Source: an optimization exercise on an open RTL-to-GDS flow (aim: a short achievable clock period and few clock cycles per item). Production flows keep margins and buffers that such runs may drop.
RTL that was checked went through simulation tests only; none was proved equivalent to the original.

==> inputs of 06-03 <==
==> flow/design.v <==
package rv_core_pkg;
	localparam int XLEN       = 32;
	localparam int REG_ADDR_W = 5;
	localparam logic [XLEN-1:0] RESET_PC = 32'h0000_0000;
	localparam logic [6:0] OPC_RTYPE  = 7'b0110011;
	localparam logic [6:0] OPC_ITYPE  = 7'b0010011;
	localparam logic [6:0] OPC_LUI    = 7'b0110111;
	localparam logic [6:0] OPC_LOAD   = 7'b0000011;
	localparam logic [6:0] OPC_STORE  = 7'b0100011;
	localparam logic [6:0] OPC_BRANCH = 7'b1100011;
	localparam logic [6:0] OPC_JAL    = 7'b1101111;
	localparam logic [6:0] OPC_JALR   = 7'b1100111;
	localparam int ALU_OP_W = 3;
	localparam logic [ALU_OP_W-1:0] ALU_ADD = 3'd0;
	localparam logic [ALU_OP_W-1:0] ALU_SUB = 3'd1;
	localparam logic [ALU_OP_W-1:0] ALU_AND = 3'd2;
	localparam logic [ALU_OP_W-1:0] ALU_OR  = 3'd3;
	localparam logic [ALU_OP_W-1:0] ALU_SLT = 3'd4;
	localparam logic [1:0] SRC_A_OLD_PC = 2'd0;
	localparam logic [1:0] SRC_A_RS1    = 2'd1;
	localparam logic [1:0] SRC_A_PC     = 2'd2;
	localparam logic [1:0] SRC_B_RS2  = 2'd0;
	localparam logic [1:0] SRC_B_FOUR = 2'd1;
	localparam logic [1:0] SRC_B_IMM  = 2'd2;
	localparam logic [1:0] WB_RESULT = 2'd0;
	localparam logic [1:0] WB_PC     = 2'd1;
	localparam logic [1:0] WB_MEM    = 2'd2;
	localparam logic [1:0] WB_IMM    = 2'd3;
	localparam int STG_W = 3;
	localparam logic [STG_W-1:0] STG_FETCH     = 3'd0;
	localparam logic [STG_W-1:0] STG_DECODE    = 3'd1;
	localparam logic [STG_W-1:0] STG_EXECUTE   = 3'd2;
	localparam logic [STG_W-1:0] STG_MEM       = 3'd3;
	localparam logic [STG_W-1:0] STG_WRITEBACK = 3'd4;
	typedef union packed {
		struct packed {
			logic [6:0] funct7;
			logic [4:0] rs2;
			logic [4:0] rs1;
			logic [2:0] funct3;
			logic [4:0] rd;
			logic [6:0] opcode;
		} r;
		struct packed {
			logic [11:0] imm;
			logic [4:0]  rs1;
			logic [2:0]  funct3;
			logic [4:0]  rd;
			logic [6:0]  opcode;
		} i;
		struct packed {
			logic [6:0] imm_hi;
			logic [4:0] rs2;
			logic [4:0] rs1;
			logic [2:0] funct3;
			logic [4:0] imm_lo;
			logic [6:0] opcode;
		} s;
		struct packed {
			logic [19:0] imm;
			logic [4:0]  rd;
			logic [6:0]  opcode;
		} u;
	} instr_u;
endpackage
`timescale 1ns/1ps
module rv_core_top (
	input  logic                         clk,
	input  logic                         i_rst_n,
	output logic                         o_wb_cyc,
	output logic                         o_wb_stb,
	output logic                         o_wb_we,
	output logic [rv_core_pkg::XLEN-1:0] o_wb_adr,
	output logic [rv_core_pkg::XLEN-1:0] o_wb_dat,
	input  logic [rv_core_pkg::XLEN-1:0] i_wb_dat,
	input  logic                         i_wb_ack
);
	localparam logic [6:0] OPC_RTYPE  = rv_core_pkg::OPC_RTYPE;
	localparam logic [6:0] OPC_ITYPE  = rv_core_pkg::OPC_ITYPE;
	localparam logic [6:0] OPC_LUI    = rv_core_pkg::OPC_LUI;
	localparam logic [6:0] OPC_LOAD   = rv_core_pkg::OPC_LOAD;
	localparam logic [6:0] OPC_STORE  = rv_core_pkg::OPC_STORE;
	localparam logic [6:0] OPC_BRANCH = rv_core_pkg::OPC_BRANCH;
	localparam logic [6:0] OPC_JAL    = rv_core_pkg::OPC_JAL;
	localparam logic [6:0] OPC_JALR   = rv_core_pkg::OPC_JALR;
	logic        stb_q;
	logic        we_q;
	logic        data_q;    
	logic        boot_q;    
	logic [31:0] adr_q;
	logic [31:0] dat_q;
	logic [31:0] rpc_q;     
	logic [4:0]  ld_rd_q;
	logic        ld_q;
	assign o_wb_cyc = stb_q;
	assign o_wb_stb = stb_q;
	assign o_wb_we  = we_q;
	assign o_wb_adr = adr_q;
	assign o_wb_dat = dat_q;
	logic        ack;       
	logic        f_ack;     
	logic        m_ack;     
	logic [31:0] f_ir;
	logic [6:0]  f_opc;
	logic [4:0]  f_rs1, f_rs2, f_rd;
	logic        f_seq, f_sub, f_useimm, f_fa, f_fb;
	logic [31:0] f_imm;
	logic [31:0] adr_p4;
	assign ack    = stb_q & i_wb_ack;
	assign f_ack  = ack & ~data_q;
	assign m_ack  = ack & data_q;
	assign f_ir   = i_wb_dat;
	assign f_opc  = f_ir[6:0];
	assign f_rd   = f_ir[11:7];
	assign f_rs1  = f_ir[19:15];
	assign f_rs2  = f_ir[24:20];
	assign f_seq  = ~(f_opc == OPC_LOAD || f_opc == OPC_STORE || f_opc == OPC_BRANCH ||
		f_opc == OPC_JAL || f_opc == OPC_JALR);
	assign f_sub  = (f_opc == OPC_RTYPE) && (f_ir[14:12] == 3'b010 ||
		(f_ir[14:12] == 3'b000 && f_ir[30]));
	assign f_useimm = (f_opc != OPC_RTYPE);
	assign f_imm  = (f_opc == OPC_STORE) ? {{20{f_ir[31]}}, f_ir[31:25], f_ir[11:7]} :
		(f_opc == OPC_LUI) ? {f_ir[31:12], 12'b0} : {{20{f_ir[31]}}, f_ir[31:20]};
	assign adr_p4 = adr_q + 32'd4;
	logic        e_v;
	logic [31:0] e_a, e_b;          
	logic [31:0] e_acy;             
	logic        e_sub;             
	logic [31:0] e_imm;             
	logic        e_useimm;
	logic [31:0] e_bop;             
	logic [31:0] e_timm, e_pc, e_pc4;
	logic        e_sumsel;          
	logic        e_sltsel;          
	logic [1:0]  e_fn;              
	logic        e_we;              
	logic [4:0]  e_rd;
	logic        e_jal, e_addr, e_ls, e_st;
	logic        e_redir;           
	logic        w_we;
	logic [4:0]  w_rd;
	logic [31:0] w_res;
	logic [31:0] regs [1:31];
	logic [31:0] f_rv1, f_rv2;
	always_comb begin
		f_rv1 = (f_rs1 == 5'd0) ? 32'd0 : regs[f_rs1];
		f_rv2 = (f_rs2 == 5'd0) ? 32'd0 : regs[f_rs2];
		if (w_we && w_rd == f_rs1)
			f_rv1 = w_res;
		if (w_we && w_rd == f_rs2)
			f_rv2 = w_res;
	end
	assign f_fa = e_we && e_rd == f_rs1;
	assign f_fb = e_we && e_rd == f_rs2;
	logic [31:0] e_sum, e_tgt, e_misc, e_res, e_redir_adr;
	logic        e_eq, e_lt;
	logic [31:0] e_sumi, e_sumr;
	assign e_bop  = e_useimm ? e_imm : e_b;
	assign e_sumi = e_acy + e_imm;
	assign e_sumr = (e_acy + e_b) ^ {32{e_sub}};
	assign e_sum  = e_useimm ? e_sumi : e_sumr;
	assign e_tgt = e_pc + e_timm;
	assign e_eq = (e_a == e_b);
	assign e_lt = (e_a[31] != e_b[31]) ? e_a[31] : e_sum[31];
	always_comb begin
		case (e_fn)
			2'd0:    e_misc = e_a | e_bop;
			2'd1:    e_misc = e_a & e_bop;
			2'd2:    e_misc = e_bop;
			default: e_misc = e_pc4;
		endcase
		if (m_ack)
			e_misc = i_wb_dat;    
		e_res = e_sumsel ? e_sum : e_misc;
		if (e_sltsel)
			e_res = {31'd0, e_lt};
	end
	assign e_redir_adr = e_addr ? e_sum : ((e_eq | e_jal) ? e_tgt : e_pc4);
	always_ff @(posedge clk) begin
		if (w_we)
			regs[w_rd] <= w_res;
	end
	always_ff @(posedge clk) begin
		e_a    <= f_fa ? e_res : f_rv1;
		e_b    <= f_fb ? e_res : f_rv2;
		e_acy  <= (f_fa ? e_res : f_rv1) ^ {32{f_sub}};
		e_sub  <= f_sub;
		e_imm    <= f_imm;
		e_useimm <= f_useimm;
		e_pc   <= adr_q;
		e_pc4  <= adr_p4;
		e_rd   <= f_rd;
		e_timm <= (f_opc == OPC_JAL) ?
			{{12{f_ir[31]}}, f_ir[19:12], f_ir[20], f_ir[30:21], 1'b0} :
			{{20{f_ir[31]}}, f_ir[7], f_ir[30:25], f_ir[11:8], 1'b0};
		if (f_opc == OPC_RTYPE)
			e_fn <= (f_ir[14:12] == 3'b111) ? 2'd1 : 2'd0;
		else if (f_opc == OPC_LUI)
			e_fn <= 2'd2;
		else
			e_fn <= 2'd3;
		e_jal  <= (f_opc == OPC_JAL);
		e_addr <= (f_opc == OPC_JALR || f_opc == OPC_LOAD || f_opc == OPC_STORE);
		e_ls   <= (f_opc == OPC_LOAD || f_opc == OPC_STORE);
		e_st   <= (f_opc == OPC_STORE);
		w_rd  <= m_ack ? ld_rd_q : e_rd;
		w_res <= e_res;
		if (!i_rst_n) begin
			e_v      <= 1'b0;
			e_we     <= 1'b0;
			e_sumsel <= 1'b0;
			e_sltsel <= 1'b0;
			e_redir  <= 1'b0;
			w_we     <= 1'b0;
		end else begin
			e_v      <= f_ack;
			e_we     <= f_ack && f_rd != 5'd0 && (f_opc == OPC_RTYPE || f_opc == OPC_ITYPE ||
				f_opc == OPC_LUI || f_opc == OPC_JAL || f_opc == OPC_JALR);
			e_sumsel <= f_ack && ((f_opc == OPC_RTYPE && (f_ir[14:12] != 3'b010 &&
				f_ir[14:12] != 3'b110 && f_ir[14:12] != 3'b111)) || f_opc == OPC_ITYPE);
			e_sltsel <= f_ack && (f_opc == OPC_RTYPE) && (f_ir[14:12] == 3'b010);
			e_redir  <= f_ack && (f_opc == OPC_BRANCH || f_opc == OPC_JAL || f_opc == OPC_JALR ||
				f_opc == OPC_LOAD || f_opc == OPC_STORE);
			w_we     <= m_ack ? (ld_q && ld_rd_q != 5'd0) : e_we;
		end
	end
	logic [31:0] ack_adr;
	assign ack_adr = data_q ? rpc_q : adr_p4;
	always_ff @(posedge clk) begin
		if (!i_rst_n) begin
			stb_q  <= 1'b0;
			we_q   <= 1'b0;
			data_q <= 1'b0;
			boot_q <= 1'b1;
			adr_q  <= rv_core_pkg::RESET_PC;
		end else begin
			boot_q <= 1'b0;
			if (ack)
				adr_q <= ack_adr;
			else if (!stb_q && e_redir)
				adr_q <= e_redir_adr;
			if (ack) begin
				stb_q  <= data_q | f_seq;
				we_q   <= 1'b0;
				data_q <= 1'b0;
			end else if (!stb_q && (e_redir || boot_q)) begin
				stb_q  <= 1'b1;
				we_q   <= e_redir && e_st;
				data_q <= e_redir && e_ls;
			end
		end
		if (e_redir && e_ls) begin
			dat_q   <= e_b;
			rpc_q   <= e_pc4;
			ld_rd_q <= e_rd;
			ld_q    <= ~e_st;
		end
	end
endmodule
==> flow/run.sh <==
#!/bin/bash
# synth_recipe.tcl (not shown) runs the flow's synth.tcl, then flattens the netlist and writes it again
# the make line also repeats each setting of config.mk as NAME=value (left out here)
make -C /OpenROAD-flow-scripts/flow DESIGN_CONFIG=/design/flow/config.mk WORK_HOME=/design/flow/orfs CLKGATE_MAP_FILE= SYNTH_SCRIPT=/design/flow/synth_recipe.tcl finish
==> flow/config.mk <==
export PLATFORM = sky130hd
export DESIGN_NAME = rv_core_top
export DESIGN_NICKNAME = rv_core_top
export VERILOG_FILES = /design/flow/design.v
export SDC_FILE = /design/flow/constraint.sdc
export NUM_CORES = 4
export LEC_CHECK = 0
export ABC_CLOCK_PERIOD_IN_PS = 2500
export CAP_MARGIN = 20
export CORE_MARGIN = 2
export CORE_UTILIZATION = 45
export PLACE_DENSITY = 0.6
export SETUP_SLACK_MARGIN = 5
export SLEW_MARGIN = 20
export TNS_END_PERCENT = 100
==> flow/constraint.sdc <==
create_clock -name core_clock -period 8.0 [get_ports {clk}]
set_input_delay 1.6000 -clock core_clock [delete_from_list [all_inputs] [get_ports {clk}]]
set_output_delay 1.6000 -clock core_clock [all_outputs]
set_load 0.01 [all_outputs]
==> 10-25 (differences from 06-03) <==
--- a/flow/design.v
+++ b/flow/design.v
@@ -66,2 +66,57 @@
 `timescale 1ns/1ps
+module ks_carry (
+	input  logic [31:0] i_a,
+	input  logic [31:0] i_b,
+	output logic [31:0] o_c
+);
+	logic [31:0] g [0:5];
+	logic [31:0] t [0:5];
+	always_comb begin
+		g[0] = i_a & i_b;
+		t[0] = i_a | i_b;
+		for (int l = 0; l < 5; l++) begin
+			for (int i = 0; i < 32; i++) begin
+				if (i >= (1 << l)) begin
+					g[l+1][i] = g[l][i] | (t[l][i] & g[l][i-(1<<l)]);
+					t[l+1][i] = t[l][i] & t[l][i-(1<<l)];
+				end else begin
+					g[l+1][i] = g[l][i];
+					t[l+1][i] = t[l][i];
+				end
+			end
+		end
+		o_c[0] = 1'b0;
+		o_c[1] = ~(~i_a[0] | ~i_b[0]);
+		for (int i = 2; i < 32; i++)
+			o_c[i] = g[5][i-1];
+	end
+endmodule
+module ks_add (
+	input  logic [31:0] i_a,
+	input  logic [31:0] i_b,
+	output logic [31:0] o_sum
+);
+	logic [31:0] c;
+	ks_carry u_c (.i_a(i_a), .i_b(i_b), .o_c(c));
+	assign o_sum = (i_a ^ c) ^ i_b;
+endmodule
+module inc4 (
+	input  logic [31:0] i_a,
+	output logic [31:0] o_sum
+);
+	logic [31:0] p [0:5];
+	logic [31:0] c;
+	always_comb begin
+		p[0] = i_a;
+		for (int l = 0; l < 5; l++)
+			for (int i = 0; i < 32; i++)
+				p[l+1][i] = (i >= 2 + (1 << l)) ? (p[l][i] & p[l][i-(1<<l)]) : p[l][i];
+		c = '0;
+		c[2] = 1'b1;
+		for (int i = 3; i < 32; i++)
+			c[i] = p[5][i-1];
+		o_sum = i_a ^ c;
+	end
+endmodule
+`timescale 1ns/1ps
 module rv_core_top (
@@ -123,3 +178,3 @@
 		(f_opc == OPC_LUI) ? {f_ir[31:12], 12'b0} : {{20{f_ir[31]}}, f_ir[31:20]};
-	assign adr_p4 = adr_q + 32'd4;
+	inc4 u_inc (.i_a(adr_q), .o_sum(adr_p4));
 	logic        e_v;
@@ -127,5 +182,2 @@
 	logic [31:0] e_acy;             
-	logic        e_sub;             
-	logic [31:0] e_imm;             
-	logic        e_useimm;
 	logic [31:0] e_bop;             
@@ -154,10 +206,15 @@
 	assign f_fb = e_we && e_rd == f_rs2;
-	logic [31:0] e_sum, e_tgt, e_misc, e_res, e_redir_adr;
+	logic [31:0] e_cy, e_sum, e_tgt, e_misc, e_res, e_redir_adr;
 	logic        e_eq, e_lt;
-	logic [31:0] e_sumi, e_sumr;
-	assign e_bop  = e_useimm ? e_imm : e_b;
-	assign e_sumi = e_acy + e_imm;
-	assign e_sumr = (e_acy + e_b) ^ {32{e_sub}};
-	assign e_sum  = e_useimm ? e_sumi : e_sumr;
-	assign e_tgt = e_pc + e_timm;
+	ks_carry u_add (
+		.i_a (e_acy),
+		.i_b (e_bop),
+		.o_c (e_cy)
+	);
+	assign e_sum = (e_a ^ e_cy) ^ e_bop;
+	ks_add u_tadd (
+		.i_a   (e_pc),
+		.i_b   (e_timm),
+		.o_sum (e_tgt)
+	);
 	assign e_eq = (e_a == e_b);
@@ -186,5 +243,3 @@
 		e_acy  <= (f_fa ? e_res : f_rv1) ^ {32{f_sub}};
-		e_sub  <= f_sub;
-		e_imm    <= f_imm;
-		e_useimm <= f_useimm;
+		e_bop  <= f_useimm ? f_imm : (f_fb ? e_res : f_rv2);
 		e_pc   <= adr_q;
==> flow/flow/run.sh (new file) <==
#!/bin/bash
# The standard layout, with real buffers (not delay cells) on the ports.
set -euo pipefail
bash standard.sh "BUFFER_PORTS_ARGS=-buffer_cell sky130_fd_sc_hd__buf_4" finish > standard_make.log 2>&1
==> flow/standard.sh (new file) <==
#!/bin/bash
# synth_recipe.tcl (not shown) runs the flow's synth.tcl, then flattens the netlist and writes it again
# the make line also repeats each setting of config.mk as NAME=value (left out here)
make -C /OpenROAD-flow-scripts/flow DESIGN_CONFIG=/design/flow/config.mk WORK_HOME=/design/flow/orfs CLKGATE_MAP_FILE= SYNTH_SCRIPT=/design/flow/synth_recipe.tcl "${@:-finish}"
removed: flow/run.sh
==> impl_metrics.py <==
metrics = {
    "worst_hold_path": {
        "min-delay-start": "adr_q[26]",
    },
    "power_and_ir_drop": {
        "powerClk_w": 0.00679,
    },
    "yosys": {
        "synth-simple-area-share_pct": 5.98,
        "netlist_area_um2": 66800,
    },
    "global_route": {
        "grt_pass1_wl_mm": 356,
    },
    "finish": {
        "instances_no_fill": 7086,
    },
    "sta": {
        "hold_ws_ns": 0.405,
    },
    "outcome": {
        "status": "no timing/DRC/antenna violations",
    },
}
The numbers above come from 06-03.

==> impl_metrics.py <==
metrics = {
    "outcome": {
        "status": "no timing/DRC/antenna violations",
    },
    "global_route": {
        "grt_pass1_wl_mm": 315,
    },
    "yosys": {
        "netlist_area_um2": 64400,
        "synthMuxAreaShare_pct": 22.1,
        "synth-simple-area-share_pct": 5.83,
    },
    "power_and_ir_drop": {
        "powerClk_w": 0.00692,
        "internal-power_w": 0.0128,
    },
    "worst_hold_path": {
        "min-delay-start": "adr_q[1]",
    },
    "finish": {
        "instances_no_fill": 6666,
    },
}
The numbers above come from 10-25.

Testbench counts of 10-25, summed over its fixed seeds: cycles 37,013, instrs 15,860.
Function not checked in 06-03: the RTL went through the layout flow alone.

re-timing with driven ports:
Ports are ideal in the flow. The routed layouts listed here were re-timed in OpenROAD. Step 1 sets driving cells, clkbuf_16 on the clock port and buf_2 on the other inputs (assumed; they add their load-dependent delay and slew). Step 2 adds t to the input delays and takes it off the output delays; t is the mean of the earliest and latest rising clock arrival at the registers after step 1. Input paths then give back, and output paths get back, about the clock's delay inside the block. Slacks: no drivers / after step 1 / after step 2; pairs: no drivers / after step 1.
| run | t, ns | setup WS [ns] | latest minus earliest clock arrival (ns) | worst data-port slew with drivers (ns) |
|---|---|---|---|---|
| 06-03 | 0.872 | 4.527 / 4.327 / 3.455 | 0.046 / 0.046 | 0.53 |
| 10-25 | 0.864 | 4.604 / 4.407 / 3.543 | 0.037 / 0.038 | 0.50 |
After both steps every run listed still meets setup and hold. The setup slack of 06-03, which loses most, moves by -0.200 ns with the drivers and by -1.072 ns with both steps.
